Context: an optimization exercise on an open-source flow, tuned for small area, a short achievable clock period and few clock cycles per item. The choices shown serve that exercise and are no tape-out recipe.
RTL that was checked went through simulation tests only; none was proved equivalent to the original.
Only the layout flow was run in run 3; the RTL was not checked for function there.
Power and IR drop assume default switching activity.

==> design.v <==
package slam_pkg;
  localparam int RSA_DW = 32;
  localparam int ROW_LEN = 10;
  localparam int PLB_AW = 32;
  localparam int PLB_RD_LATENCY = 1;
  typedef logic signed [RSA_DW-1:0] slam_word_t;
  typedef enum logic [2:0] {
    STAGE_IDLE = 3'd0,
    STAGE_PRD  = 3'd1,
    STAGE_NEW  = 3'd2,
    STAGE_UPD  = 3'd3
  } stage_code_t;
  localparam logic [PLB_AW-1:0] POSE_BASE  = 32'd0;
  localparam logic [PLB_AW-1:0] LM_BASE    = 32'd3;
  localparam logic [PLB_AW-1:0] INNOV_BASE = 32'd1020;
  function automatic [PLB_AW-1:0] lm_addr(input [ROW_LEN-1:0] l_k);
    lm_addr = LM_BASE + {{(PLB_AW-ROW_LEN-1){1'b0}}, l_k, 1'b0};
  endfunction
  typedef struct packed {
    stage_code_t            stage;
    logic [ROW_LEN-1:0]     l_k;
    slam_word_t             rk;
    slam_word_t             phi;
  } stage_cmd_t;
  typedef struct packed {
    slam_word_t x;
    slam_word_t y;
    slam_word_t theta;
    slam_word_t lx;
    slam_word_t ly;
  } nl_operand_t;
  typedef struct packed {
    slam_word_t result_0;
    slam_word_t result_1;
    slam_word_t result_2;
    slam_word_t result_3;
    slam_word_t result_4;
    slam_word_t result_5;
  } nl_raw_t;
  typedef struct packed {
    slam_word_t rsv_0;
    slam_word_t d_theta;
    slam_word_t d_x;
    slam_word_t d_y;
    slam_word_t rsv_4;
    slam_word_t rsv_5;
  } nl_prd_view_t;
  typedef struct packed {
    slam_word_t rsv_0;
    slam_word_t rsv_1;
    slam_word_t off_y;
    slam_word_t off_x;
    slam_word_t rsv_4;
    slam_word_t rsv_5;
  } nl_new_view_t;
  typedef struct packed {
    slam_word_t pred_range;
    slam_word_t pred_bearing;
    slam_word_t rsv_2;
    slam_word_t rsv_3;
    slam_word_t rsv_4;
    slam_word_t rsv_5;
  } nl_upd_view_t;
  typedef union packed {
    nl_raw_t      raw;
    nl_prd_view_t prd;
    nl_new_view_t newlm;
    nl_upd_view_t upd;
  } nl_result_u;
  typedef struct packed {
    slam_word_t [2:0]     words;
    logic [PLB_AW-1:0]    base;
    logic [1:0]           cnt;
  } est_bundle_t;
endpackage
`timescale 1ns/1ps
module ekf_slam_core (
  input  logic          clk,
  input  logic          sys_rst,
  input  logic          i_stage_valid,
  input  logic [76:0]   i_stage_cmd,
  input  logic [31:0]   i_plb_dout,
  input  logic          i_nl_done,
  input  logic [191:0]  i_nl_result,
  output logic          o_stage_ready,
  output logic          o_plb_en,
  output logic          o_plb_we,
  output logic [31:0]   o_plb_addr,
  output logic [31:0]   o_plb_din,
  output logic          o_nl_init,
  output logic [2:0]    o_nl_stage,
  output logic [159:0]  o_nl_operand
);
  localparam logic [2:0] RD_X  = 3'd0;
  localparam logic [2:0] RD_Y  = 3'd1;
  localparam logic [2:0] RD_T  = 3'd2;
  localparam logic [2:0] RD_LX = 3'd3;
  localparam logic [2:0] RD_LY = 3'd4;
  logic [2:0]  in_stage;
  logic [9:0]  in_lk;
  logic [31:0] in_rk, in_phi;
  assign in_stage = i_stage_cmd[76:74];
  assign in_lk    = i_stage_cmd[73:64];
  assign in_rk    = i_stage_cmd[63:32];
  assign in_phi   = i_stage_cmd[31:0];
  logic in_prd, in_new, in_upd, in_legal;
  assign in_prd   = (in_stage == 3'd1);
  assign in_new   = (in_stage == 3'd2);
  assign in_upd   = (in_stage == 3'd3);
  assign in_legal = in_prd | in_new | in_upd;
  logic [31:0] r0, r1, r2, r3;
  assign r0 = i_nl_result[191:160];
  assign r1 = i_nl_result[159:128];
  assign r2 = i_nl_result[127:96];
  assign r3 = i_nl_result[95:64];
  logic        nl_busy;
  logic        c_prd, c_new, c_upd;
  logic [9:0]  c_lk;
  logic [31:0] c_rk, c_phi;
  logic [31:0] px, py, pt;
  logic        pv;
  logic [1:0]  pp;
  logic [31:0] lx, ly;
  logic [9:0]  tag;
  logic        lxv, lyv;
  logic        lw_q;
  logic        rq_v;
  logic [2:0]  rq_w;
  logic [1:0]  pw;
  logic [1:0]  ww;
  logic        w_upd;
  logic [9:0]  w_lk;
  logic busy_prd, busy_nu, m_done, all_done, idle;
  assign busy_prd = nl_busy & c_prd;
  assign busy_nu  = nl_busy & ~c_prd;
  assign m_done   = nl_busy & i_nl_done;
  assign all_done = ~nl_busy & (pw == 2'd0) & (ww == 2'd0);
  assign idle     = all_done & ~i_stage_valid;
  logic lx_fly, ly_fly, rd_pose, rd_lx, rd_ly, rd_any;
  assign lx_fly  = rq_v & (rq_w == RD_LX);
  assign ly_fly  = rq_v & (rq_w == RD_LY);
  assign rd_pose = ~pv & (pp != 2'd3);
  assign rd_lx   = ~rd_pose & lw_q & ~lxv & ~lx_fly;
  assign rd_ly   = ~rd_pose & ~rd_lx & lw_q & ~lyv & ~ly_fly;
  assign rd_any  = rd_pose | rd_lx | rd_ly;
  logic dl_w, wr_ww, wr_pw, rd;
  assign dl_w  = (busy_prd & (pw != 2'd0)) | (busy_nu & (ww != 2'd0));
  assign wr_ww = dl_w ? busy_nu  : (~rd_any & (ww != 2'd0));
  assign wr_pw = dl_w ? busy_prd : (~rd_any & (ww == 2'd0) & (pw != 2'd0));
  assign rd    = ~dl_w & rd_any;
  logic w_ovl, l_haz, snoop;
  assign w_ovl = w_upd ? (tag[9:1] == 9'd254) : (w_lk == tag);
  assign l_haz = (ww != 2'd0) & w_ovl;
  assign snoop = wr_ww & w_ovl;
  logic lk_match, l_ok;
  assign lk_match = (in_lk == tag);
  assign l_ok     = lk_match & lxv & (lyv | ly_fly) & ~l_haz;
  logic pw_ok, go_prd, go_new, go_upd, go;
  assign pw_ok  = (pw[1] == 1'b0) | ((pw == 2'd2) & (ww == 2'd0) & ~rd_any);
  assign go_prd = pw_ok & (~nl_busy | (i_nl_done & ~c_prd));
  assign go_new = ~nl_busy & (~ww[1] | ~rd_any);
  assign go_upd = ~nl_busy & ~ww[1] & l_ok;
  assign go     = pv & ((in_prd & go_prd) | (in_new & go_new) | (in_upd & go_upd));
  logic accept;
  assign accept = i_stage_valid & go;
  assign o_stage_ready = i_stage_valid ? (go | ~in_legal) : all_done;
  assign o_nl_init     = accept;
  assign o_nl_stage    = in_stage;
  assign o_nl_operand  = {px, py, pt, lx, (ly_fly ? i_plb_dout : ly)};
  logic [10:0] w_p1, w_p2, t_p1, t_p2;
  assign w_p1 = {1'b0, w_lk} + 11'd1;
  assign w_p2 = {1'b0, w_lk} + 11'd2;
  assign t_p1 = {1'b0, tag} + 11'd1;
  assign t_p2 = {1'b0, tag} + 11'd2;
  logic [11:0] addr;
  always_comb begin
    if (wr_ww) begin
      if (ww[1]) addr = w_upd ? 12'd1020 : {w_p1, 1'b1};
      else       addr = w_upd ? 12'd1021 : {w_p2, 1'b0};
    end else if (wr_pw) begin
      addr = {10'd0, ~pw};
    end else if (rd_pose) begin
      addr = {10'd0, pp};
    end else if (rd_lx) begin
      addr = {t_p1, 1'b1};
    end else begin
      addr = {t_p2, 1'b0};
    end
  end
  always_comb begin
    if (wr_ww)           o_plb_din = ww[1] ? c_rk : c_phi;
    else if (pw == 2'd3) o_plb_din = px;
    else if (pw == 2'd2) o_plb_din = py;
    else                 o_plb_din = pt;
  end
  assign o_plb_en   = wr_ww | wr_pw | (rd & i_stage_valid);
  assign o_plb_we   = wr_ww | wr_pw;
  assign o_plb_addr = {20'd0, addr};
  logic [31:0] a0, b0, a1, b1, sum0, sum1;
  logic [32:0] s0w, s1w;
  assign a0   = c_upd ? c_rk  : px;
  assign a1   = c_upd ? c_phi : py;
  assign b0   = ({32{c_prd}} & r2) | ({32{c_new}} & r3) | ({32{c_upd}} & ~r0);
  assign b1   = ({32{c_prd}} & r3) | ({32{c_new}} & r2) | ({32{c_upd}} & ~r1);
  assign s0w  = {a0, 1'b1} + {b0, c_upd};
  assign s1w  = {a1, 1'b1} + {b1, c_upd};
  assign sum0 = s0w[32:1];
  assign sum1 = s1w[32:1];
  logic kill_l;
  assign kill_l = (i_stage_valid & in_upd & ~lk_match) | snoop;
  always_ff @(posedge clk) begin
    if (sys_rst) begin
      nl_busy <= 1'b0;
      pw      <= 2'd0;
      ww      <= 2'd0;
      pv      <= 1'b0;
      pp      <= 2'd0;
      lxv     <= 1'b0;
      lyv     <= 1'b0;
      rq_v    <= 1'b0;
      lw_q    <= 1'b0;
    end else begin
      if (accept)      nl_busy <= 1'b1;
      else if (m_done) nl_busy <= 1'b0;
      if (m_done & c_prd) pw <= 2'd3;
      else if (wr_pw)     pw <= pw - 2'd1;
      if (m_done & ~c_prd) ww <= 2'd2;
      else if (wr_ww)      ww <= ww - 2'd1;
      lw_q <= i_stage_valid & in_upd;
      if (idle) begin
        pv   <= 1'b0;
        pp   <= 2'd0;
        lxv  <= 1'b0;
        lyv  <= 1'b0;
        rq_v <= 1'b0;
      end else begin
        rq_v <= rd & i_stage_valid & ~(kill_l & ~rd_pose);
        if (rd & i_stage_valid & rd_pose) pp <= pp + 2'd1;
        if (rq_v && rq_w == RD_T) pv <= 1'b1;
        if (kill_l) begin
          lxv <= 1'b0;
          lyv <= 1'b0;
        end else begin
          if (lx_fly) lxv <= 1'b1;
          if (ly_fly) lyv <= 1'b1;
        end
      end
    end
  end
  always_ff @(posedge clk) begin
    if (rd_pose)    rq_w <= {1'b0, pp};
    else if (rd_lx) rq_w <= RD_LX;
    else            rq_w <= RD_LY;
    if (i_stage_valid & in_upd & ~lk_match) tag <= in_lk;
  end
  always_ff @(posedge clk) begin
    if (rq_v && rq_w == RD_X)  px <= i_plb_dout;
    if (rq_v && rq_w == RD_Y)  py <= i_plb_dout;
    if (rq_v && rq_w == RD_T)  pt <= i_plb_dout;
    if (lx_fly)                lx <= i_plb_dout;
    if (ly_fly)                ly <= i_plb_dout;
    if (m_done && c_prd) begin
      px <= sum0;
      py <= sum1;
      pt <= pt + r1;
    end
    if (~nl_busy | i_nl_done) begin
      c_prd <= in_prd;
      c_new <= in_new;
      c_upd <= in_upd;
      c_lk  <= in_lk;
    end
    if (m_done && !c_prd) begin
      c_rk  <= sum0;
      c_phi <= sum1;
    end else if (~busy_nu & ((ww == 2'd0) | ((ww == 2'd1) & wr_ww))) begin
      c_rk  <= in_rk;
      c_phi <= in_phi;
    end
    if (m_done && !c_prd) begin
      w_upd <= c_upd;
      w_lk  <= c_lk;
    end
  end
endmodule
==> flow/run.sh <==
#!/bin/bash
# Standard layout, with plain buffers (buf_1) on the ports in place of the
# delay buffers buffer_ports picks by default.
set -euo pipefail
export BUFFER_PORTS_ARGS="-buffer_cell sky130_fd_sc_hd__buf_1"
bash standard.sh > standard.log 2>&1
==> standard.sh <==
#!/bin/bash
# synth_recipe.tcl (not shown) runs the flow's synth.tcl, then flattens the netlist and writes it again
# the make line also repeats each setting of config.mk as NAME=value (left out here)
make -C /OpenROAD-flow-scripts/flow DESIGN_CONFIG=/design/flow/config.mk WORK_HOME=/design/flow/orfs CLKGATE_MAP_FILE= SYNTH_SCRIPT=/design/flow/synth_recipe.tcl "${@:-finish}"
==> config.mk <==
export PLATFORM = sky130hd
export DESIGN_NAME = ekf_slam_core
export DESIGN_NICKNAME = ekf_slam_core
export VERILOG_FILES = /design/flow/design.v
export SDC_FILE = /design/flow/constraint.sdc
export NUM_CORES = 4
export LEC_CHECK = 0
export CAP_MARGIN = 20
export CORE_MARGIN = 2
export CORE_UTILIZATION = 40
export SETUP_SLACK_MARGIN = 1.5
export SLEW_MARGIN = 20
==> constraint.sdc <==
create_clock -name core_clock -period 5.0 [get_ports {clk}]
set_input_delay 1.0000 -clock core_clock [delete_from_list [all_inputs] [get_ports {clk}]]
set_output_delay 1.0000 -clock core_clock [all_outputs]
set_load 0.01 [all_outputs]
==> results of run 1 <==
[cell type report]
cell class | instances | share of cell area
Tap cell | 607 | 0.02836
Sequential cell | 273 | 0.2892
Clock buffer | 49 | 0.03664
Antenna cell | 2 | 0.0001869
Clock inverter | 14 | 0.007757
Inverter | 49 | 0.007336
Multi-Input combinational cell | 1511 | 0.4572
Timing Repair Buffer | 693 | 0.1734
[per-stage QoR]
stage / cells / power, mW
floorplan: 1956 / 3.210
finish: 3198 / 6.641
CTS: 3131 / 6.416
global placement: 2926 / 3.512
detailed placement: 2927 / 3.525
global route: 3197 / 6.830
[power by group through the flow]
stage	sequential, mW	clock [mW]	combinational (mW)
after floorplan	2.59	0	0.621
final	2.55	2.72	1.37
after detailed placement	2.60	0	0.924
after global routing	2.56	2.81	1.46
after CTS	2.55	2.73	1.13
after global placement	2.60	0	0.914
[layout by cell type (no fill, tap or decap), types with 42 or more instances in the layout]
master    instances
a21o_1           43
mux2_2           91
nor2_1          103
xnor2_1          62
buf_1           400
inv_1            44
o21ai_0         149
buf_6            66
buf_4           132
xor2_1           42
ha_1             72
nand2_1         171
o21ai_1          91
a21oi_1          84
edfxtp_1        226
mux2i_1          69
[sequential cells by signal, indices dropped and copies added (netlist names), 2 cells and up]
signal  cells
ly         32
c_phi      32
pw          2
rq_w        3
c_rk       32
lx         32
py         32
tag        10
ww          2
pp          2
w_lk       10
pt         32
px         32
c_lk       10
[metal layers]
layer,share of wire,up-vias,track usage
met5,0,-,0
met4,0.030,0,0.1013
met3,0.090,149,0.06089
met2,0.46,1045,0.4941
met1,0.42,9400,0.4207
li1,-,8477,-
[worst min path at each step]
stage | startpoint | end | slack [ns] | depth (start not counted)
5_1_grt | c_lk[4]$_DFFE_PP_ | w_lk[4]$_DFFE_PP_ | 0.43 | 0
3_3_place_gp | c_lk[0]$_DFFE_PP_ | w_lk[0]$_DFFE_PP_ | 0.40 | 0
3_5_place_dp | c_lk[0]$_DFFE_PP_ | w_lk[0]$_DFFE_PP_ | 0.40 | 0
2_1_floorplan | c_lk[0]$_DFFE_PP_ | w_lk[0]$_DFFE_PP_ | 0.40 | 0
4_1_cts | c_lk[6]$_DFFE_PP_ | w_lk[6]$_DFFE_PP_ | 0.42 | 0
6_report | c_lk[6]$_DFFE_PP_ | w_lk[6]$_DFFE_PP_ | 0.41 | 0
[worst max-delay path, stage by stage (launching register included)]
cell and delay [ns]:
dfxtp_2 0.33, nor2b_4 0.17, a31oi_4 0.10, and2_4 0.16, a211oi_4 0.23, o21ai_2 0.13, a21oi_4 0.18, buf_6 0.13
buf_8 0.13, buf_6 0.12, buf_12 0.10, buf_16 0.12, a211oi_2 0.04, a21oi_1 0.14, buf_2 0.16
[cells by family after synthesis]
family                   Yosys count  synth area share
AO/OA/AOI/OAI                    674            0.2195
buffers and inverters            173           0.04032
AND/OR/NAND/NOR                  420            0.1012
other                              1         0.0002004
multiplexers                     168           0.09643
flip-flops                       273            0.4130
adder cells (fa/ha/maj)          107           0.07276
XOR/XNOR                         121           0.05664
[timing repair]
action	4_1_cts	5_1_grt
cloned	21	1
endpoints found under the setup margin	145	120
pin swaps	126	141
resized for setup	386	271
setup buffers	120	64
==> metrics.md, run 1 <==
| Metric | Value |
|---|---|
| CTS Buffer Depth | `3` |
| Die Height | `around 220 um` |
| Asr flop ratio synth | `0` |
| Synthesized netlist cell count | `between 1500 and 2000` |
| Initial antenna violation count | `2` |
| Clock power frac | `0.410` |
| Largest net degree at the start of global routing | `71` |
| CORE AREA | `around 46000 um^2` |
| Worst slew margin | `0.2227` |
| Crit share post-route | `0.7625` |
| Initial Utilization | `0.4036` |
| Register area | `just under 8000 um^2` |
| Post-CTS Hold Fix Bufs | `0` |
| Vias in the first global route | `roughly 18000` |
| Worst Path Max Fanout | `5` |
| Synth cell count leaders | `o21ai_0 (276), edfxtp_1 (226), nand2_1 (180)` |
| Library cells used by synthesis | `roughly 80` |
| Setup slack, reg-to-reg | `roughly 1.2 ns` |
| Row cnt | `roughly 80` |
| Die ar. | `between 40000 and 50000 um^2` |
| Port Buf Inserts | `between 400 and 500` |
| RR Endpoint | `px[30]$_DFFE_PP_` |
| Final hold viol count | `0` |
| P_sw | `about 1.9 mW` |
| R2R Path Start | `c_upd$_DFFE_PP_` |
| First-pass GRT wire length | `between 100 and 150 mm` |
| Placed inst area | `21070 um^2` |
| Multi-input gate area | `around 12000 um^2` |
| Mapped Area | `18710 um^2` |
| Least-Margin Pin Slew | `1.165 ns` |
| Ports | `~540` |
| Worst Path Arrival | `2.81 ns` |
| Initial DRT Pass Iterations | `6` |
| Cell depth of the worst flop-to-flop path | `16` |
| Area grow syn2layout | `43.11%` |
| Mean Syn Cell Area | `about 9.7 um^2` |
| DR DRC count | `0` |
| Clock root cell | `clkbuf_16` |
| RSZ-0062 raised after global routing | `true` |
| Via count | `19070` |
| Die width | `around 220 um` |
| Top_reg_cell synth | `edfxtp_1` |
| Final GP Congestion | `between 0.9 and 1` |
| Reg power frac | `0.385` |
| Yosys top cell by area | `edfxtp_1` |
| Startpoint Class | `flip-flop` |
| Status | `complete, no violations` |
| Overflow after GRT | `0` |
| Crit path capture | `o_plb_din[6]` |
| Crit Path Class | `flip-flop to output port` |
| Worst vdd ir | `between 0.2 and 0.25 mV` |
| Total negative slack | `0 ns` |
| Fillers | `between 3000 and 4000` |
| Max-Cap Viols | `0` |
| Synth top area cells | `edfxtp_1 (36%), o21ai_0 (7.4%), ha_1 (7.0%), mux2_2 (5.9%), dfxtp_1 (5.0%)` |
| Setup WS pre-CTS | `0.3047 ns` |
| Setup-failing EPs final | `0` |
| CTS tree | `built` |
| Clock Pin Slew Worst Setup and Hold Paths | `~0.070 ns` |
| Top-area cell type share of the netlist area | `0.3627` |
| Clock sinks | `around 270` |
| Total CTS buffers | `36` |
| H-tree depth | `2` |
| Hpwl dp | `51.71 mm` |
| Layout cells sized above 1 | `0.2905` |
| P_leak | `a little over 10 nW` |
| Pwr per Cell Area | `248.0 nW/um^2` |
| Post-DR vias/cell | `5.963` |
| Slew Limit Fails | `0` |
| Ys Warns | `1` |
| Count leader, synth | `o21ai_0` |
| CP startpoint | `rq_v$_SDFF_PP0_` |
| Final worst slack | `1.187 ns` |
| WL final | `~80 mm` |
| Per-cell routed wire length | `about 25 um` |
| DR iter-0 viols | `~2000` |
| Crit path time final | `~3.8 ns` |
| Req. time, crit path | `around 4.0 ns` |
| Routed Antenna Nets | `0` |
| Layout Utilization | `0.5776` |
| Crit end category | `output port` |
| Synth Register Bits | `~270` |
| Pint | `4.752 mW` |
| Sw frac | `0.2845` |
| Final Net Count | `2976` |
| GRT Total Usage | `0.3094` |
| Worst Hold Class | `flip-flop to flip-flop` |
| Clock Latency Late Sink | `0.56 ns` |
| Final setup skew | `between 0.02 and 0.025 ns` |
| Post-synth EDFFs | `226` |
| Combinational Power Share | `0.206` |
| Min Hold Slack | `~0.41 ns` |
| Final instance area | `about 27000 um^2` |
| Seq/Total Area, Yosys | `0.4130` |
| Peak Freq | `262.3 MHz` |
Testbench counts, summed over its fixed seeds: cycles 11,050, commands 1,920.
==> run 2, diff against run 1 <==
==> run.sh (new file) <==
#!/bin/bash
# synth_recipe.tcl (not shown) runs the flow's synth.tcl, then flattens the netlist and writes it again
# the make line also repeats each setting of config.mk as NAME=value (left out here)
make -C /OpenROAD-flow-scripts/flow DESIGN_CONFIG=/design/flow/config.mk WORK_HOME=/design/flow/orfs CLKGATE_MAP_FILE= SYNTH_SCRIPT=/design/flow/synth_recipe.tcl finish
removed: flow/run.sh
removed: standard.sh
==> run 2 against run 1 <==
- utilization is 6.6 points higher
- power is 1.6% higher
- sequential share of layout area is 2.9 points lower
- register-to-register slack better by 0.02 ns
- first-iteration DRC count is 13% lower
- combinational power is 11% higher
- critical path depth is 1 lower
- critical path type unchanged
- highest routed layer unchanged
==> metrics.md, run 2 <==
| Metric | Value |
|---|---|
| Final GP Congestion | `1.035 (+12%)` |
| Final instance area | `29830 um^2 (+11%)` |
| Seq/Total Area, Yosys | `0.4130 (unchanged)` |
| Synthesized netlist cell count | `1937 (unchanged)` |
| Clock Latency Late Sink | `0.56 ns (about the same)` |
| Most frequent cells in the layout | `clkdlybuf4s50_1 (359), edfxtp_1 (226), nand2_1 (174)` |
| Setup-failing EPs final | `0 (unchanged)` |
| Final Net Count | `3009 (+1.1%)` |
| Count leader, synth | `o21ai_0` |
| Slowest Stage Delay on Critical Path | `0.36 ns (+0.03 ns)` |
| Top_reg_cell synth | `edfxtp_1` |
| Startpoint Class | `flip-flop` |
| Routed Antenna Nets | `0 (unchanged)` |
| Final hold viol count | `0 (unchanged)` |
| First-pass GRT wire length | `115.0 mm (+2.7%)` |
| Die Height | `220.3 um (unchanged)` |
| Max-Cap Viols | `0 (unchanged)` |
| Final setup skew | `0.01437 ns (-0.009867 ns)` |
| Hpwl dp | `53.90 mm (+4.2%)` |
| Initial DRT Pass Iterations | `5 (-1)` |
| CP max stage cell | `dfxtp_2` |
| Clock Pin Slew Worst Setup and Hold Paths | `0.06 ns (about the same)` |
| Sequence of cells on the critical path | `nor2b_4, a31oi_4, and2_4, a211oi_4, o21ai_4, a21oi_4, buf_12, buf_12, buf_16, buf_6, a211oi_4, a21oi_2, buf_2` |
| Min Hold Slack | `0.4164 ns (+0.004143 ns)` |
| Multi-input gate area | `12530 um^2 (+2.4%)` |
| Worst Path Max Fanout | `7 (+2)` |
| RSZ-0062 raised after global routing | `true` |
| Clock root cell | `clkbuf_16` |
| Crit Path Class | `flip-flop to output port` |
| Worst Path Arrival | `2.86 ns (+0.05 ns)` |
| Total CTS buffers | `36 (unchanged)` |
| Req. time, crit path | `4.00 ns (about the same)` |
| Synth Register Bits | `273 (unchanged)` |
| Mapped Area | `18710 um^2 (unchanged)` |
| CTS tree | `built` |
| Post-Place Cells | `2932 (+0.17%)` |
| Slew Limit Fails | `0 (unchanged)` |
| Least-Margin Pin Slew | `1.113 ns (-0.05187 ns)` |
| Largest net degree at the start of global routing | `65 (-8.5%)` |
| GRT Total Usage | `0.3175 (+0.008135)` |
| CORE AREA | `46360 um^2 (unchanged)` |
| Die ar. | `48520 um^2 (unchanged)` |
| Synth top area cells | `edfxtp_1 (36%), o21ai_0 (7.4%), ha_1 (7.0%), mux2_2 (5.9%), dfxtp_1 (5.0%)` |
| Worst slew margin | `0.2553 (+0.03267)` |
| Routed met3 length | `7.778 mm (+7.9%)` |
| Worst vdd ir | `0.2416 mV (-1.9%)` |
| Crit path time final | `3.863 ns (+0.05083 ns)` |
| Most common cell after layout, fill and taps aside | `clkdlybuf4s50_1` |
| Status | `complete, no violations` |
| Crit share post-route | `0.7727 (+0.01017)` |
| Asr flop ratio synth | `0 (unchanged)` |
| WP buf/inv | `5 (-1)` |
| Wire length on met2 | `39.35 mm (+6.3%)` |
| Post-DR vias/cell | `5.915 (-0.81%)` |
| Placed inst area | `23980 um^2 (+14%)` |
| Library cells used by synthesis | `81 (unchanged)` |
| Per-cell routed wire length | `26.07 um (+4.5%)` |
| H-tree depth | `2 (unchanged)` |
| Peak Freq | `258.8 MHz (-1.3%)` |
| Layout Utilization | `0.6434 (+0.06586)` |
| Crit end category | `output port` |
| Overflow after GRT | `0 (unchanged)` |
| Vias in the first global route | `18220 (+0.69%)` |
| Met1 Wirelength | `34.10 mm (+2.7%)` |
| Ports | `536 (unchanged)` |
| Via count | `19150 (+0.40%)` |
| Pwr per Cell Area | `226.3 nW/um^2 (-8.8%)` |
| Setup slack, reg-to-reg | `1.25 ns (+0.02 ns)` |
| Port Buf Inserts | `451 (unchanged)` |
| Layout cells sized above 1 | `0.3092 (+0.01873)` |
| WL final | `84.39 mm (+5.7%)` |
| DR iter-0 viols | `1719 (-13%)` |
| Fillers | `3703 (-7.3%)` |
| Row cnt | `79 (unchanged)` |
| Delay-heaviest family, CP | `compound AO/OA/AOI/OAI gates` |
| Clock sinks | `273 (unchanged)` |
| Highest metal used | `met4` |
| Non-Filler Instances | `3237 (+1.2%)` |
| Register area | `7746 um^2 (about the same)` |
| Initial antenna violation count | `6 (+4)` |
| Top-area cell type share of the netlist area | `0.3627 (unchanged)` |
| Die width | `220.3 um (unchanged)` |
| CTS Buffer Depth | `3 (unchanged)` |
| DR DRC count | `0 (unchanged)` |
| Mean Syn Cell Area | `9.659 um^2 (unchanged)` |
| P_leak | `11.49 nW (+14%)` |
| Area grow syn2layout | `59.42%` |
| Initial Utilization | `0.4036 (unchanged)` |
| Ys Warns | `1 (unchanged)` |
| Yosys top cell by area | `edfxtp_1` |
| Post-synth EDFFs | `226 (unchanged)` |
| Synth cell count leaders | `o21ai_0 (276), edfxtp_1 (226), nand2_1 (180)` |
| Worst Hold Class | `flip-flop to flip-flop` |
| Total negative slack | `0 ns (unchanged)` |
run 2: cell counts after synthesis:
Identical to the previous run, type by type.
run 2: worst register-to-register path: cells and delay by family, from the launching register on:
kind                       cells  cell delay, ns
and+or+nand+nor                1            0.28
xor gates and xnor gates       1            0.20
buffers and inverters          4            0.68
adders and majority gates      1            0.36
AOI/OAI and AO/OA              9            1.47
DFF                            1            0.48
run 2: path summary, 6_finish.rpt:
check | start | end | cells past startpoint
hold reg to reg | c_lk[5]$_DFFE_PP_ | w_lk[5]$_DFFE_PP_ | 0
setup / recovery | rq_v$_SDFF_PP0_ | o_plb_din[10] | 13
setup reg to reg | c_prd$_DFFE_PP_ | c_rk[23]$_DFFE_PP_ | 16
hold / removal | c_lk[5]$_DFFE_PP_ | w_lk[5]$_DFFE_PP_ | 0
run 2: repair_timing:
action                     4_1_cts  5_1_grt
resized for setup              566      319
setup endpoints to repair      180      167
hold buffers                     0        0
gates cloned                    15        7
pin swaps                      149      157
setup buffers                  126       86
run 2: layer usage:
| metal | up-vias | global-route usage |
|---|---|---|
| met2 | 1000 | 0.5177 |
| met4 | 0 | 0.1065 |
| met3 | 171 | 0.05663 |
| li1 | 8558 | - |
| met1 | 9419 | 0.4258 |
| met5 | - | 0 |
run 2: cells by family (layout without fill, tap and decap cells):
logic type               after synthesis  in the layout  share of synthesized area
adder cells (fa/ha/maj)              107            107                    0.07276
multiplexers                         168            168                    0.09643
other                                  1             27                  0.0002004
AO/OA/AOI/OAI                        674            676                     0.2195
flip-flops                           273            273                     0.4130
AND/OR/NAND/NOR                      420            420                     0.1012
XOR/XNOR                             121            121                    0.05664
buffers and inverters                173            838                    0.04032
run 2: final cells by class:
class	count	share of cell area
diodes	7	0.0005872
clock buffers	50	0.03469
clock inverters	14	0.004740
inverters	49	0.006250
multi-input cells	1512	0.4201
flip-flops and latches	273	0.2597
well taps	607	0.02546
repair buffers	725	0.2485
run 2: stage by stage:
step,worst slack (ns),power (mW)
finish,1.137,6.749
global route,1.021,6.949
CTS,1.219,6.516
detailed placement,0.1810,3.677
global placement,0.2349,3.661
floorplan,1.419,3.210
run 2: power breakdown:
group	internal (mW)	switching (mW)	leakage, nW
logic	0.753	0.769	8.36
clock network	1.59	1.08	0.577
registers	2.51	0.0404	2.55
==> run 3, diff against run 2 <==
--- a/design.v
+++ b/design.v
@@ -91,11 +91,6 @@
   output logic [2:0]    o_nl_stage,
   output logic [159:0]  o_nl_operand
 );
-  localparam logic [2:0] RD_X  = 3'd0;
-  localparam logic [2:0] RD_Y  = 3'd1;
-  localparam logic [2:0] RD_T  = 3'd2;
-  localparam logic [2:0] RD_LX = 3'd3;
-  localparam logic [2:0] RD_LY = 3'd4;
   logic [2:0]  in_stage;
   logic [9:0]  in_lk;
   logic [31:0] in_rk, in_phi;
@@ -124,8 +119,7 @@
   logic [9:0]  tag;
   logic        lxv, lyv;
   logic        lw_q;
-  logic        rq_v;
-  logic [2:0]  rq_w;
+  logic        rq_x, rq_y, rq_t, rq_lx, rq_ly;
   logic [1:0]  pw;
   logic [1:0]  ww;
   logic        w_upd;
@@ -137,8 +131,8 @@
   assign all_done = ~nl_busy & (pw == 2'd0) & (ww == 2'd0);
   assign idle     = all_done & ~i_stage_valid;
   logic lx_fly, ly_fly, rd_pose, rd_lx, rd_ly, rd_any;
-  assign lx_fly  = rq_v & (rq_w == RD_LX);
-  assign ly_fly  = rq_v & (rq_w == RD_LY);
+  assign lx_fly  = rq_lx;
+  assign ly_fly  = rq_ly;
   assign rd_pose = ~pv & (pp != 2'd3);
   assign rd_lx   = ~rd_pose & lw_q & ~lxv & ~lx_fly;
   assign rd_ly   = ~rd_pose & ~rd_lx & lw_q & ~lyv & ~ly_fly;
@@ -172,23 +166,23 @@
   assign w_p2 = {1'b0, w_lk} + 11'd2;
   assign t_p1 = {1'b0, tag} + 11'd1;
   assign t_p2 = {1'b0, tag} + 11'd2;
-  logic [11:0] addr;
+  logic din_ww;
+  assign din_ww = (ww != 2'd0) & ~(busy_prd & (pw != 2'd0));
+  logic [11:0] waddr, raddr, addr;
   always_comb begin
-    if (wr_ww) begin
-      if (ww[1]) addr = w_upd ? 12'd1020 : {w_p1, 1'b1};
-      else       addr = w_upd ? 12'd1021 : {w_p2, 1'b0};
-    end else if (wr_pw) begin
-      addr = {10'd0, ~pw};
-    end else if (rd_pose) begin
-      addr = {10'd0, pp};
-    end else if (rd_lx) begin
-      addr = {t_p1, 1'b1};
+    if (din_ww) begin
+      if (ww[1]) waddr = w_upd ? 12'd1020 : {w_p1, 1'b1};
+      else       waddr = w_upd ? 12'd1021 : {w_p2, 1'b0};
     end else begin
-      addr = {t_p2, 1'b0};
-    end
-  end
+      waddr = {10'd0, ~pw};
+    end
+    if (rd_pose)    raddr = {10'd0, pp};
+    else if (rd_lx) raddr = {t_p1, 1'b1};
+    else            raddr = {t_p2, 1'b0};
+  end
+  assign addr = (wr_ww | wr_pw) ? waddr : raddr;
   always_comb begin
-    if (wr_ww)           o_plb_din = ww[1] ? c_rk : c_phi;
+    if (din_ww)          o_plb_din = ww[1] ? c_rk : c_phi;
     else if (pw == 2'd3) o_plb_din = px;
     else if (pw == 2'd2) o_plb_din = py;
     else                 o_plb_din = pt;
@@ -217,7 +211,11 @@
       pp      <= 2'd0;
       lxv     <= 1'b0;
       lyv     <= 1'b0;
-      rq_v    <= 1'b0;
+      rq_x    <= 1'b0;
+      rq_y    <= 1'b0;
+      rq_t    <= 1'b0;
+      rq_lx   <= 1'b0;
+      rq_ly   <= 1'b0;
       lw_q    <= 1'b0;
     end else begin
       if (accept)      nl_busy <= 1'b1;
@@ -232,11 +230,19 @@
         pp   <= 2'd0;
         lxv  <= 1'b0;
         lyv  <= 1'b0;
-        rq_v <= 1'b0;
+        rq_x <= 1'b0;
+        rq_y <= 1'b0;
+        rq_t <= 1'b0;
+        rq_lx <= 1'b0;
+        rq_ly <= 1'b0;
       end else begin
-        rq_v <= rd & i_stage_valid & ~(kill_l & ~rd_pose);
+        rq_x  <= rd & i_stage_valid & rd_pose & (pp == 2'd0);
+        rq_y  <= rd & i_stage_valid & rd_pose & (pp == 2'd1);
+        rq_t  <= rd & i_stage_valid & rd_pose & (pp == 2'd2);
+        rq_lx <= rd & i_stage_valid & rd_lx & ~kill_l;
+        rq_ly <= rd & i_stage_valid & rd_ly & ~kill_l;
         if (rd & i_stage_valid & rd_pose) pp <= pp + 2'd1;
-        if (rq_v && rq_w == RD_T) pv <= 1'b1;
+        if (rq_t) pv <= 1'b1;
         if (kill_l) begin
           lxv <= 1'b0;
           lyv <= 1'b0;
@@ -248,15 +254,12 @@
     end
   end
   always_ff @(posedge clk) begin
-    if (rd_pose)    rq_w <= {1'b0, pp};
-    else if (rd_lx) rq_w <= RD_LX;
-    else            rq_w <= RD_LY;
     if (i_stage_valid & in_upd & ~lk_match) tag <= in_lk;
   end
   always_ff @(posedge clk) begin
-    if (rq_v && rq_w == RD_X)  px <= i_plb_dout;
-    if (rq_v && rq_w == RD_Y)  py <= i_plb_dout;
-    if (rq_v && rq_w == RD_T)  pt <= i_plb_dout;
+    if (rq_x)                  px <= i_plb_dout;
+    if (rq_y)                  py <= i_plb_dout;
+    if (rq_t)                  pt <= i_plb_dout;
     if (lx_fly)                lx <= i_plb_dout;
     if (ly_fly)                ly <= i_plb_dout;
     if (m_done && c_prd) begin
==> flow/run.sh (new file) <==
#!/bin/bash
# Standard layout, with plain buffers (buf_1) on the ports in place of the
# delay buffers buffer_ports picks by default.
set -euo pipefail
export BUFFER_PORTS_ARGS="-buffer_cell sky130_fd_sc_hd__buf_1"
bash standard.sh > standard.log 2>&1
==> standard.sh (new file) <==
#!/bin/bash
# synth_recipe.tcl (not shown) runs the flow's synth.tcl, then flattens the netlist and writes it again
# the make line also repeats each setting of config.mk as NAME=value (left out here)
make -C /OpenROAD-flow-scripts/flow DESIGN_CONFIG=/design/flow/config.mk WORK_HOME=/design/flow/orfs CLKGATE_MAP_FILE= SYNTH_SCRIPT=/design/flow/synth_recipe.tcl "${@:-finish}"
removed: run.sh
==> run 3 against run 2 <==
- cell count is 0.31% lower
- highest routed layer unchanged
- largest power group unchanged
- wire length is 8.1% lower
- global-route usage is 2.7 points lower
- critical path type unchanged
==> metrics.md, run 3 <==
| Metric | Value |
|---|---|
| Combinational Power Share | `0.206 (-0.020)` |
| Status | `complete, no violations` |
| Post-CTS Hold Fix Bufs | `0 (unchanged)` |
| Max-Cap Viols | `0 (unchanged)` |
| Synth top area cells | `edfxtp_1 (36%), o21ai_0 (8.1%), ha_1 (7.0%), mux2_2 (5.6%), dfxtp_1 (5.0%)` |
| Peak Freq | `269.2 MHz (+4.0%)` |
| Count leader, synth | `o21ai_0` |
| Initial DRT Pass Iterations | `5 (unchanged)` |
| Worst vdd ir | `0.2237 mV (-7.4%)` |
| Total negative slack | `0 ns (unchanged)` |
| Port Buf Inserts | `451 (unchanged)` |
| Synthesized netlist cell count | `1996 (+3.0%)` |
| Initial Utilization | `0.4070 (+0.003384)` |
| Worst Hold Class | `flip-flop to flip-flop` |
| RSZ-0062 raised after global routing | `true` |
| Clock root cell | `clkbuf_16` |
| Least-Margin Pin Slew | `0.8579 ns (-0.2550 ns)` |
| Top_reg_cell synth | `edfxtp_1` |
| Crit path capture | `o_stage_ready` |
| P_leak | `9.782 nW (-15%)` |
| Crit end category | `output port` |
| Total CTS buffers | `35 (-2.8%)` |
| Reg power frac | `0.391 (+0.012)` |
| Final hold viol count | `0 (unchanged)` |
| Worst slew margin | `0.4281 (+0.1727)` |
| Ys Warns | `1 (unchanged)` |
| Post-DR vias/cell | `5.880 (-0.60%)` |
| P_sw | `1.845 mW (-2.2%)` |
| DR iter-0 viols | `1767 (+2.8%)` |
| Crit share post-route | `0.7431 (-0.02962)` |
| Area grow syn2layout | `36.18%` |
| GRT Total Usage | `0.2905 (-0.02707)` |
| CTS tree | `built` |
| Cell depth of the worst flop-to-flop path | `15 (-1)` |
| Clock power frac | `0.403 (+0.007)` |
| Worst Path Max Fanout | `3 (-4)` |
| Via count | `18970 (-0.91%)` |
| Final Net Count | `3008 (-0.033%)` |
| Most frequent cells in the layout | `buf_1 (444), nand2_1 (229), edfxtp_1 (226)` |
| Routed Antenna Nets | `0 (unchanged)` |
| Req. time, crit path | `4.00 ns (about the same)` |
| Mean Syn Cell Area | `9.533 um^2 (-1.3%)` |
| Vias in the first global route | `18480 (+1.4%)` |
| Row cnt | `79 (unchanged)` |
| Per-cell routed wire length | `24.05 um (-7.8%)` |
| Hpwl dp | `51.92 mm (-3.7%)` |
| Layout cells sized above 1 | `0.2378 (-0.07140)` |
| Die Height | `222.1 um (+0.83%)` |
| Setup-failing EPs final | `0 (unchanged)` |
| Antenna diodes | `0 (-7)` |
| Library cells used by synthesis | `82 (+1.2%)` |
| Hold_sp | `c_lk[0]$_DFFE_PP_` |
| Final GP Congestion | `0.9534 (-7.8%)` |
| Power Total | `6.517 mW (-3.4%)` |
| Seq/Total Area, Yosys | `0.4072 (-0.005846)` |
| Clock sinks | `274 (+0.37%)` |
| Clock Latency Late Sink | `0.56 ns (about the same)` |
| Overflow after GRT | `0 (unchanged)` |
| Synth cell count leaders | `o21ai_0 (308), nand2_1 (243), edfxtp_1 (226)` |
| Asr flop ratio synth | `0 (unchanged)` |
| Startpoint Class | `flip-flop` |
| Final setup skew | `0.01889 ns (+0.004516 ns)` |
| Synth Register Bits | `274 (+0.37%)` |
| CORE AREA | `46750 um^2 (+0.85%)` |
| Mapped Area | `19030 um^2 (+1.7%)` |
| CTS Buffer Depth | `3 (unchanged)` |
| Ports | `536 (unchanged)` |
| Crit path time final | `3.715 ns (-0.1481 ns)` |
| Setup slack, reg-to-reg | `1.32 ns (+0.07 ns)` |
| DR DRC count | `0 (unchanged)` |
| Pwr per Cell Area | `251.5 nW/um^2 (+11%)` |
| Die width | `222.1 um (+0.83%)` |
| WL final | `77.60 mm (-8.1%)` |
| Slew Limit Fails | `0 (unchanged)` |
| Die ar. | `49330 um^2 (+1.7%)` |
| CP startpoint | `tag[2]$_DFFE_PP_` |
| Largest net degree at the start of global routing | `73 (+12%)` |
| Post-synth EDFFs | `226 (unchanged)` |
| Top-area cell type share of the netlist area | `0.3567 (-0.006058)` |
| R2R Path Start | `c_prd$_DFFE_PP_` |
| Crit Path Class | `flip-flop to output port` |
| H-tree depth | `2 (unchanged)` |
| RR Endpoint | `c_rk[29]$_DFFE_PP_` |
| Initial antenna violation count | `0 (-6)` |
| Clock Pin Slew Worst Setup and Hold Paths | `0.06 ns (about the same)` |
| Pint | `4.672 mW (-3.9%)` |
| Fillers | `4176 (+13%)` |
| Sw frac | `0.2831 (+0.003665)` |
| Yosys top cell by area | `edfxtp_1` |
| Most common cell after layout, fill and taps aside | `buf_1` |
| Worst Path Arrival | `2.72 ns (-0.14 ns)` |
| First-pass GRT wire length | `110.1 mm (-4.2%)` |
[run 3: cell types whose count changed after synthesis, sizes merged, moves of 6 or more]
cell / change
nand2: +63
o21ai: +35
nor2: -34
a211oi: -30
a21oi: -23
xor2: +21
xnor2: -19
clkbuf: +13
inv: -11
o21a: +11
o211ai: +8
and3: +7
buf: -6
nand4: -6
[run 3: area by class of cell]
cell class | count | area, um^2 | area share
clock inverters | 21 | 217.7 | 0.008402
well taps | 607 | 759.5 | 0.02931
clock buffers | 43 | 945.9 | 0.03650
inverters | 37 | 155.1 | 0.005987
flip-flops and latches | 274 | 7756 | 0.2993
repair buffers | 672 | 3988 | 0.1539
multi-input cells | 1573 | 12090 | 0.4666
[run 3: cells by family (layout without fill, tap and decap cells)]
logic type | after synthesis | count (layout) | share of synthesized area
muxes | 166 | 166 | 0.09357
DFF | 274 | 274 | 0.4072
AOI/OAI and AO/OA | 674 | 674 | 0.2144
and+or+nand+nor | 480 | 480 | 0.1163
xor gates and xnor gates | 123 | 123 | 0.05662
adders and majority gates | 110 | 110 | 0.07351
other | 1 | 20 | 0.0001971
buffers and inverters | 168 | 773 | 0.03833
[run 3: power by group through the flow]
stage,sequential [mW],clock [mW],combinational (mW)
2_1_floorplan,2.59,0,0.631
3_3_place_gp,2.60,0,0.927
3_5_place_dp,2.60,0,0.942
4_1_cts,2.55,2.66,1.15
5_1_grt,2.55,2.74,1.44
6_report,2.55,2.62,1.34
[run 3: critical path, stage by stage, from the launching register on]
cell and delay (ns):
edfxtp_1 0.43, buf_4 0.17, xnor2_1 0.15, nand4_1 0.19, nor4_4 0.31, o2111ai_2 0.19, a21oi_2 0.20, o211ai_1 0.16
o311ai_1 0.17, buf_2 0.20
[run 3: routing by layer]
layer / track usage / vias up / wire length, um
met5: 0 / - / 0
met4: 0.1149 / 0 / 3415
met3: 0.03764 / 188 / 5997
met2: 0.4811 / 978 / 36520
met1: 0.3853 / 9211 / 31670
li1: - / 8597 / -
[run 3: how the worst min path moves through the flow]
| stage | endpoint | cells after the start |
|---|---|---|
| after floorplan | w_lk[0]$_DFFE_PP_ | 0 |
| after CTS | w_lk[0]$_DFFE_PP_ | 0 |
| final | w_lk[0]$_DFFE_PP_ | 0 |
| after global routing | w_lk[0]$_DFFE_PP_ | 0 |
| after global placement | w_lk[0]$_DFFE_PP_ | 0 |
| after detailed placement | w_lk[3]$_DFFE_PP_ | 0 |
[run 3: what timing repair did]
| item | CTS | global route |
|---|---|---|
| endpoints found under the setup margin | 139 | 129 |
| resized for setup | 222 | 218 |
| pin swaps | 87 | 97 |
| gates cloned | 7 | 4 |
| buffers inserted | 104 | 66 |
[run 3: per-stage QoR]
step | hold slack [ns] | instances | util | area [um^2] | setup WS (ns)
2_1_floorplan | 0.4003 | 2015 | - | 19180 | 1.476
3_3_place_gp | 0.4010 | 2980 | 0.4565 | 21340 | 0.4336
3_5_place_dp | 0.4054 | 2980 | 0.4565 | 21340 | 0.4151
4_1_cts | 0.4252 | 3155 | 0.5228 | 24440 | 1.383
5_1_grt | 0.4209 | 3227 | 0.5542 | 25910 | 1.153
6_report | 0.4169 | 3227 | 0.5542 | 25910 | 1.285
==> run 4, diff against run 3 <==
--- a/design.v
+++ b/design.v
@@ -148,7 +148,7 @@
   assign snoop = wr_ww & w_ovl;
   logic lk_match, l_ok;
   assign lk_match = (in_lk == tag);
-  assign l_ok     = lk_match & lxv & (lyv | ly_fly) & ~l_haz;
+  assign l_ok     = lk_match & lxv & lyv & ~l_haz;
   logic pw_ok, go_prd, go_new, go_upd, go;
   assign pw_ok  = (pw[1] == 1'b0) | ((pw == 2'd2) & (ww == 2'd0) & ~rd_any);
   assign go_prd = pw_ok & (~nl_busy | (i_nl_done & ~c_prd));
@@ -160,25 +160,21 @@
   assign o_stage_ready = i_stage_valid ? (go | ~in_legal) : all_done;
   assign o_nl_init     = accept;
   assign o_nl_stage    = in_stage;
-  assign o_nl_operand  = {px, py, pt, lx, (ly_fly ? i_plb_dout : ly)};
-  logic [10:0] w_p1, w_p2, t_p1, t_p2;
-  assign w_p1 = {1'b0, w_lk} + 11'd1;
-  assign w_p2 = {1'b0, w_lk} + 11'd2;
-  assign t_p1 = {1'b0, tag} + 11'd1;
-  assign t_p2 = {1'b0, tag} + 11'd2;
+  assign o_nl_operand  = {px, py, pt, lx, ly};
+  logic [11:0] w_la, t_la;
+  assign w_la = {1'b0, w_lk, 1'b1} + {10'd0, 1'b1, ~ww[1]};
+  assign t_la = {1'b0, tag, 1'b1} + {10'd0, 1'b1, ~rd_lx};
   logic din_ww;
   assign din_ww = (ww != 2'd0) & ~(busy_prd & (pw != 2'd0));
   logic [11:0] waddr, raddr, addr;
   always_comb begin
     if (din_ww) begin
-      if (ww[1]) waddr = w_upd ? 12'd1020 : {w_p1, 1'b1};
-      else       waddr = w_upd ? 12'd1021 : {w_p2, 1'b0};
+      waddr = w_upd ? {11'd510, ~ww[1]} : w_la;
     end else begin
       waddr = {10'd0, ~pw};
     end
     if (rd_pose)    raddr = {10'd0, pp};
-    else if (rd_lx) raddr = {t_p1, 1'b1};
-    else            raddr = {t_p2, 1'b0};
+    else            raddr = t_la;
   end
   assign addr = (wr_ww | wr_pw) ? waddr : raddr;
   always_comb begin
--- a/config.mk
+++ b/config.mk
@@ -8,5 +8,5 @@
 export CAP_MARGIN = 20
 export CORE_MARGIN = 2
 export CORE_UTILIZATION = 40
-export SETUP_SLACK_MARGIN = 1.5
+export SETUP_SLACK_MARGIN = 2.0
 export SLEW_MARGIN = 20
==> run 4 against run 3 <==
- sequential power rose by 2%
- first-iteration DRC count fell by 3.7%
- via count rose by 1.4%
- clock-buffer cell count fell by 2
- register-to-register slack barely moved
- critical endpoint is now c_phi[28]$_DFFE_PP_
==> metrics.md, run 4 <==
| Metric | Value |
|---|---|
| Status | `complete, no violations` |
| P_leak | `10.24 nW (+4.6%)` |
| CORE AREA | `46460 um^2 (-0.63%)` |
| Worst Path Max Fanout | `7 (+4)` |
| Synth cell count leaders | `o21ai_0 (294), edfxtp_1 (258), nand2_1 (234)` |
| Worst Hold Depth | `0 (unchanged)` |
| Most common cell after layout, fill and taps aside | `buf_1` |
| Total negative slack | `0 ns (unchanged)` |
| GRT Total Usage | `0.3113 (+0.02083)` |
| Die Height | `220.5 um (-0.71%)` |
| Post-CTS Hold Fix Bufs | `0 (unchanged)` |
| Worst slew margin | `0.3760 (-0.05206)` |
| Mapped Area | `18750 um^2 (-1.4%)` |
| Crit Path Class | `flip-flop to flip-flop` |
| Library cells used by synthesis | `74 (-9.8%)` |
| Area grow syn2layout | `47.13%` |
| Cell depth of the worst flop-to-flop path | `17 (+2)` |
| Setup WS pre-CTS | `0.6388 ns (+0.2237 ns)` |
| Asr flop ratio synth | `0 (unchanged)` |
| Worst Hold Class | `flip-flop to flip-flop` |
| First-pass GRT wire length | `111.7 mm (+1.4%)` |
| Synth Register Bits | `274 (unchanged)` |
| Yosys top cell by area | `edfxtp_1` |
| Initial Utilization | `0.4037 (-0.003300)` |
| Vias in the first global route | `17910 (-3.1%)` |
| DR DRC count | `0 (unchanged)` |
| Worst Path Arrival | `4.10 ns (+1.38 ns)` |
| Crit end category | `flip-flop` |
| Clock sinks | `274 (unchanged)` |
| CP dominant cell by count | `buf_4` |
| Mean Syn Cell Area | `9.717 um^2 (+1.9%)` |
| Most frequent cells in the layout | `buf_1 (395), edfxtp_1 (258), nand2_1 (198)` |
| DR iter-0 viols | `1702 (-3.7%)` |
| CTS tree | `built` |
| Req. time, crit path | `5.42 ns (+1.42 ns)` |
| Per-cell routed wire length | `25.37 um (+5.5%)` |
| CP max stage cell | `edfxtp_1` |
| Clock Latency Late Sink | `0.56 ns (about the same)` |
| Min Hold Slack | `0.4152 ns (-0.001695 ns)` |
| Hpwl dp | `51.71 mm (-0.40%)` |
| Row cnt | `79 (unchanged)` |
| Slew Limit Fails | `0 (unchanged)` |
| Sequence of cells on the critical path | `buf_6, buf_12, buf_16, mux2_4, ha_4, nand4_4, buf_4, nor2_2, a31oi_2, buf_4, a21oi_4, a211oi_4, buf_6, buf_4, o311a_4, or4_1, nand3_1` |
| Via count | `19230 (+1.4%)` |
| Count leader, synth | `o21ai_0` |
| Layout cells sized above 1 | `0.3082 (+0.07038)` |
| Power Total | `6.396 mW (-1.9%)` |
| Final setup skew | `0.03015 ns (+0.01126 ns)` |
| Slowest Stage Delay on Critical Path | `0.45 ns (+0.02 ns)` |
| Clock root cell | `clkbuf_16` |
| H-tree depth | `2 (unchanged)` |
| Ports | `536 (unchanged)` |
| Final Net Count | `2995 (-0.43%)` |
| Total CTS buffers | `34 (-2.9%)` |
| Overflow after GRT | `0 (unchanged)` |
| Synthesized netlist cell count | `1930 (-3.3%)` |
| Top_reg_cell synth | `edfxtp_1` |
| Port Buf Inserts | `451 (unchanged)` |
| Setup-failing EPs final | `0 (unchanged)` |
| Crit share post-route | `0.7352 (-0.007860)` |
| Crit path time final | `3.676 ns (-0.03930 ns)` |
| Worst vdd ir | `0.2341 mV (+4.7%)` |
| Top-area cell type share of the netlist area | `0.4131 (+0.05645)` |
| Initial antenna violation count | `5 (+5)` |
| Largest net degree at the start of global routing | `73 (unchanged)` |
| Die ar. | `48630 um^2 (-1.4%)` |
| CTS Buffer Depth | `3 (unchanged)` |
| Clock Pin Slew Worst Setup and Hold Paths | `0.06 ns (about the same)` |
| Startpoint Class | `flip-flop` |
| Max-Cap Viols | `0 (unchanged)` |
| Post-DR vias/cell | `5.975 (+1.6%)` |
| Synth top area cells | `edfxtp_1 (41%), o21ai_0 (7.8%), ha_1 (6.9%), nand2_1 (4.7%), mux2i_1 (3.7%)` |
| Die width | `220.5 um (-0.71%)` |
| Routed Antenna Nets | `0 (unchanged)` |
| Seq/Total Area, Yosys | `0.4302 (+0.02303)` |
| Ys Warns | `1 (unchanged)` |
| Final GP Congestion | `0.8841 (-7.3%)` |
| Final hold viol count | `0 (unchanged)` |
| Post-synth EDFFs | `258 (+14%)` |
| WL final | `81.66 mm (+5.2%)` |
| Final worst slack | `1.324 ns (+0.03930 ns)` |
| Least-Margin Pin Slew | `0.9360 ns (+0.07809 ns)` |
| RSZ-0062 raised after global routing | `true` |
| Initial DRT Pass Iterations | `5 (unchanged)` |
| Peak Freq | `272.0 MHz (+1.1%)` |
| Pwr per Cell Area | `231.8 nW/um^2 (-7.8%)` |
## run 4: changes by cell type in the layout (fill, tap and decap cells not counted), sizes merged, moves of 8 or more
cell	change
mux2	-33
o31ai	+16
buf	+41
dfxtp	-32
o21ai	-24
o21bai	-12
nand2	-8
a21oi	-28
nor2	+8
edfxtp	+32
## run 4: logic make-up (layout without fill, tap and decap cells)
kind of cell               Yosys count  after routing  synth area share
AOI/OAI and AO/OA                  651            651            0.2116
xor gates and xnor gates           118            118           0.05511
adders and majority gates          107            107           0.07259
buffers and inverters              159            818           0.03656
DFF                                274            274            0.4302
muxes                              132            132           0.07459
other                                1             23         0.0002000
and+or+nand+nor                    488            489            0.1192
## run 4: critical path: cells and delay by family, from the launching register on
kind / cells / cell delay (ns)
muxes: 1 / 0.31
buffers and inverters: 7 / 1.07
adders and majority gates: 1 / 0.29
AOI/OAI and AO/OA: 4 / 0.73
DFF: 1 / 0.45
and+or+nand+nor: 4 / 0.69
## run 4: worst paths after layout
check                    start             endpoint  slack, ns
min reg2reg  c_lk[7]$_DFFE_PP_    w_lk[7]$_DFFE_PP_       0.42
max reg2reg    c_upd$_DFFE_PP_  c_phi[28]$_DFFE_PP_       1.32
max            c_upd$_DFFE_PP_  c_phi[28]$_DFFE_PP_       1.32
min          c_lk[7]$_DFFE_PP_    w_lk[7]$_DFFE_PP_       0.42
## run 4: power breakdown
part	switching, mW	internal [mW]	total (mW)
Clock	1.04	1.39	2.43
Combinational	0.766	0.616	1.38
Sequential	0.0321	2.56	2.59
Total	1.84	4.56	6.40
## run 4: layout make-up
cell class	count	area, um^2
clock inverters	21	118.9
fillers	3902	18860
repair buffers	714	4907
clock buffers	41	940.9
inverters	42	186.4
well taps	607	759.5
multi-input cells	1517	12580
flip-flops and latches	274	8094
diodes	3	7.507
## run 4: per-layer routing
metal / wire length (um) / part of all wire / global-route usage / vias to the layer above
met3: 6935 / 0.085 / 0.04729 / 179
met2: 38760 / 0.47 / 0.5118 / 1064
li1: - / - / - / 8544
met1: 32720 / 0.40 / 0.4154 / 9443
met4: 3227 / 0.040 / 0.1158 / 4
met5: 27 / 0.00033 / 0 / -
## run 4: metrics by stage
stage,utilization,std cells,cell area [um^2]
after detailed placement,0.4602,2921,21380
after floorplan,-,1949,19240
after global routing,0.5939,3219,27590
final,0.5939,3219,27590
after CTS,0.5575,3156,25900
after global placement,0.4602,2921,21380
## run 4: timing repair
item	CTS	global route
cloned	15	6
gates resized for setup	461	256
setup endpoints to repair	215	217
setup buffers	158	54
endpoints found under the hold margin	0	0
pin swaps	110	141
Testbench counts of run 4, summed over its fixed seeds: cycles 11,126, commands 1,920.
==> run 5, diff against run 4 <==
--- a/config.mk
+++ b/config.mk
@@ -8,5 +8,5 @@
 export CAP_MARGIN = 20
 export CORE_MARGIN = 2
 export CORE_UTILIZATION = 40
-export SETUP_SLACK_MARGIN = 2.0
+export SETUP_SLACK_MARGIN = 1.2
 export SLEW_MARGIN = 20
==> run 5 against run 4 <==
- utilization fell by 9.7 points
- critical path depth fell by 8
- global-route usage shrank 2.6 points
- die area stayed put
- sequential power about the same
- first-iteration DRC count is 21% lower
- non-clock buffer count down 184
- register-to-register slack lost 0.09 ns
- worst setup slack lost 0.14 ns
- sequential cell count is the same
- critical path type is now flip-flop to output port
- highest routed layer is now met4
==> metrics.md, run 5 <==
| Metric | Value |
|---|---|
| Clock Latency Late Sink | `0.55 ns (about the same)` |
| Row cnt | `79 (unchanged)` |
| Worst Path Max Fanout | `13 (+6)` |
| Clock root cell | `clkbuf_16` |
| Delay-heaviest family, CP | `simple AND/OR/NAND/NOR gates` |
| WP buf/inv | `3 (-4)` |
| Clock power frac | `0.396 (+0.017)` |
| Post-synth EDFFs | `258 (unchanged)` |
| Least-Margin Pin Slew | `1.114 ns (+0.1775 ns)` |
| Initial DRT Pass Iterations | `6 (+1)` |
| Min Hold Slack | `0.4171 ns (+0.001892 ns)` |
| Port Buf Inserts | `451 (unchanged)` |
| Crit path time final | `3.813 ns (+0.1371 ns)` |
| Ports | `536 (unchanged)` |
| Layout cells sized above 1 | `0.1194 (-0.1887)` |
| Library cells used by synthesis | `74 (unchanged)` |
| Routed Antenna Nets | `0 (unchanged)` |
| Overflow after GRT | `0 (unchanged)` |
| Post-synthesis simple-gate area fraction | `0.1192 (unchanged)` |
| Post-Synth Adder-Cell Area | `0.07259 (unchanged)` |
| Synth top area cells | `edfxtp_1 (41%), o21ai_0 (7.8%), ha_1 (6.9%), nand2_1 (4.7%), mux2i_1 (3.7%)` |
| Max-Cap Viols | `0 (unchanged)` |
| Area grow syn2layout | `23.00%` |
| P_sw | `1.655 mW (-9.8%)` |
| Initial antenna violation count | `1 (-4)` |
| Die ar. | `48630 um^2 (unchanged)` |
| Largest family of logic cells by synthesized area | `compound AO/OA/AOI/OAI gates` |
| Final hold viol count | `0 (unchanged)` |
| Pwr per Cell Area | `259.5 nW/um^2 (+12%)` |
| Setup-failing EPs final | `0 (unchanged)` |
| Top_reg_cell synth | `edfxtp_1` |
| Synth cell count leaders | `o21ai_0 (294), edfxtp_1 (258), nand2_1 (234)` |
| Crit share post-route | `0.7626 (+0.02741)` |
| P_leak | `8.412 nW (-18%)` |
| Vias in the first global route | `16810 (-6.1%)` |
| Sequence of cells on the critical path | `buf_12, nand2_1, o211ai_1, a21boi_1, buf_4, or3_4, or4_4, o21ai_2, buf_2` |
| WL final | `73.40 mm (-10%)` |
| Mux cell area share after synthesis | `0.07459 (unchanged)` |
| GRT Total Usage | `0.2849 (-0.02641)` |
| Clock sinks | `274 (unchanged)` |
| CORE AREA | `46460 um^2 (unchanged)` |
| Yosys top cell by area | `edfxtp_1` |
| Req. time, crit path | `4.00 ns (-1.42 ns)` |
| Crit end category | `output port` |
| Synth Register Bits | `274 (unchanged)` |
| CTS Buffer Depth | `3 (unchanged)` |
| Total negative slack | `0 ns (unchanged)` |
| Slew Limit Fails | `0 (unchanged)` |
| Sw frac | `0.2765 (-0.01043)` |
| Clock Pin Slew Worst Setup and Hold Paths | `0.06 ns (about the same)` |
| Asr flop ratio synth | `0 (unchanged)` |
| Ys Warns | `1 (unchanged)` |
| Worst slew margin | `0.2576 (-0.1183)` |
| Fillers | `4447 (+14%)` |
| Largest net degree at the start of global routing | `58 (-21%)` |
| Reg power frac | `0.433 (+0.028)` |
| Crit Path Class | `flip-flop to output port` |
| Worst Hold Class | `flip-flop to flip-flop` |
| Setup WS pre-CTS | `0.3774 ns (-0.2614 ns)` |
| Total CTS buffers | `34 (unchanged)` |
| Per-cell routed wire length | `24.22 um (-4.5%)` |
| Final GP Congestion | `0.9011 (+1.9%)` |
| RSZ-0062 raised after global routing | `true` |
| Startpoint Class | `flip-flop` |
| DR DRC count | `0 (unchanged)` |
| Most common cell after layout, fill and taps aside | `buf_1` |
| Mapped Area | `18750 um^2 (unchanged)` |
| Worst Path Arrival | `2.81 ns (-1.29 ns)` |
| Initial Utilization | `0.4037 (unchanged)` |
| Layout Utilization | `0.4966 (-0.09739)` |
| Final Net Count | `2811 (-6.1%)` |
| Compound-Gate Fraction of Synth Area | `0.2116 (unchanged)` |
| Synthesized netlist cell count | `1930 (unchanged)` |
| Pint | `4.330 mW (-5.0%)` |
| Post-Synth XOR/XNOR Area | `0.05511 (unchanged)` |
| Seq/Total Area, Yosys | `0.4302 (unchanged)` |
| Most frequent cells in the layout | `buf_1 (446), o21ai_0 (278), edfxtp_1 (258)` |
| Post-CTS Hold Fix Bufs | `0 (unchanged)` |
| Via count | `17830 (-7.3%)` |
| CP max stage cell | `or4_4` |
| Combinational Power Share | `0.172 (-0.044)` |
| H-tree depth | `2 (unchanged)` |
| Worst vdd ir | `0.2261 mV (-3.4%)` |
| Final setup skew | `0.01769 ns (-0.01246 ns)` |
| Die Height | `220.5 um (unchanged)` |
| Mean Syn Cell Area | `9.717 um^2 (unchanged)` |
| DR iter-0 viols | `1340 (-21%)` |
| Power Total | `5.985 mW (-6.4%)` |
| First-pass GRT wire length | `103.0 mm (-7.8%)` |
| Peak Freq | `262.3 MHz (-3.6%)` |
| Status | `complete, no violations` |
| Post-DR vias/cell | `5.885 (-1.5%)` |
| Count leader, synth | `o21ai_0` |
| Top-area cell type share of the netlist area | `0.4131 (unchanged)` |
| CTS tree | `built` |
| Die width | `220.5 um (unchanged)` |
| Hpwl dp | `53.12 mm (+2.7%)` |
| Final worst slack | `1.187 ns (-0.1371 ns)` |
| Slowest Stage Delay on Critical Path | `0.52 ns (+0.07 ns)` |
[run 5: metrics by stage]
step           area (um^2)  instances
4_1_cts              22520       3002
3_3_place_gp         21080       2925
6_report             23070       3030
2_1_floorplan        18840       1949
5_1_grt              23060       3027
3_5_place_dp         21090       2925
[run 5: cell type report]
class | count | area [um^2] | area share
inverters | 42 | 175.2 | 0.007593
flip-flops and latches | 274 | 8079 | 0.3502
well taps | 607 | 759.5 | 0.03292
clock buffers | 45 | 933.4 | 0.04046
clock inverters | 12 | 88.84 | 0.003851
repair buffers | 530 | 2486 | 0.1078
diodes | 3 | 7.507 | 0.0003254
multi-input cells | 1517 | 10540 | 0.4569
[run 5: metal layers]
metal | up-vias | part of all wire | global-route usage
li1 | 8160 | - | -
met1 | 8675 | 0.42 | 0.3834
met2 | 877 | 0.48 | 0.4697
met3 | 120 | 0.075 | 0.03753
met4 | 0 | 0.028 | 0.1040
met5 | - | 0 | 0
[run 5: cell families after synthesis]
logic type      count (synthesis)
compound gates                651
xor+xnor                      118
fa+ha+maj                     107
buf+inv                       159
flops                         274
mux                           132
other cells                     1
simple gates                  488
[run 5: timing repair]
item,CTS,global route
gates resized for setup,64,77
setup buffers,18,23
gates cloned,2,2
pin swaps,10,19
setup endpoints to repair,120,89
[run 5: worst paths after layout]
check	cells past startpoint	endpoint	slack, ns	start
max	9	o_plb_addr[11]	1.19	c_prd$_DFFE_PP_
min	0	w_lk[8]$_DFFE_PP_	0.42	c_lk[8]$_DFFE_PP_
max reg2reg	14	py[28]$_DFFE_PP_	1.23	c_upd$_DFFE_PP_
min reg2reg	0	w_lk[8]$_DFFE_PP_	0.42	c_lk[8]$_DFFE_PP_
[run 5: power by group through the flow]
stage	logic [mW]	registers (mW)	clock network, mW
global placement	0.900	2.64	0
detailed placement	0.915	2.64	0
finish	1.03	2.59	2.37
CTS	0.950	2.59	2.40
floorplan	0.605	2.63	0
global route	1.12	2.59	2.47
[run 5: worst register-to-register path: cells and delay by family, from the launching register on]
kind | cells | cell delay, ns
DFF | 1 | 0.44
adders and majority gates | 1 | 0.37
and+or+nand+nor | 4 | 1.04
muxes | 1 | 0.39
buffers and inverters | 5 | 0.75
AOI/OAI and AO/OA | 3 | 0.65

[static timing again, ports no longer ideal]
How much do the figures lean on ideal ports? The routed layouts below were timed once more, with nothing changed but the port constraints.
Step 1, drivers: a clkbuf_16 drives clk and a buf_2 each remaining input, both assumed.
Step 2, shift: input delay + t, output delay - t, t = (earliest + latest rising clock arrival at the registers) / 2. This alone moves slack from input paths to output paths.
a / b / c = ideal / step 1 / step 2; a / b = the first two.
run	t (ns)	setup WS [ns]	clock arrival spread, ns	worst data-port slew with drivers (ns)	cell pins on the clock port's net
run 1	0.606	1.187 / 1.131 / 0.838	0.028 / 0.028	0.11	1
run 2	0.613	1.137 / 1.075 / 0.679	0.017 / 0.017	0.13	1
run 3	0.605	1.285 / 1.227 / 0.991	0.021 / 0.020	0.07	1
run 4	0.604	1.324 / 1.324 / 1.052	0.031 / 0.030	0.11	1
run 5	0.599	1.187 / 1.125 / 0.896	0.019 / 0.019	0.07	1
After both steps every run listed still meets setup and hold. For run 2, which loses most, drivers alone change the setup slack by -0.062 ns; drivers and shift together by -0.458 ns.
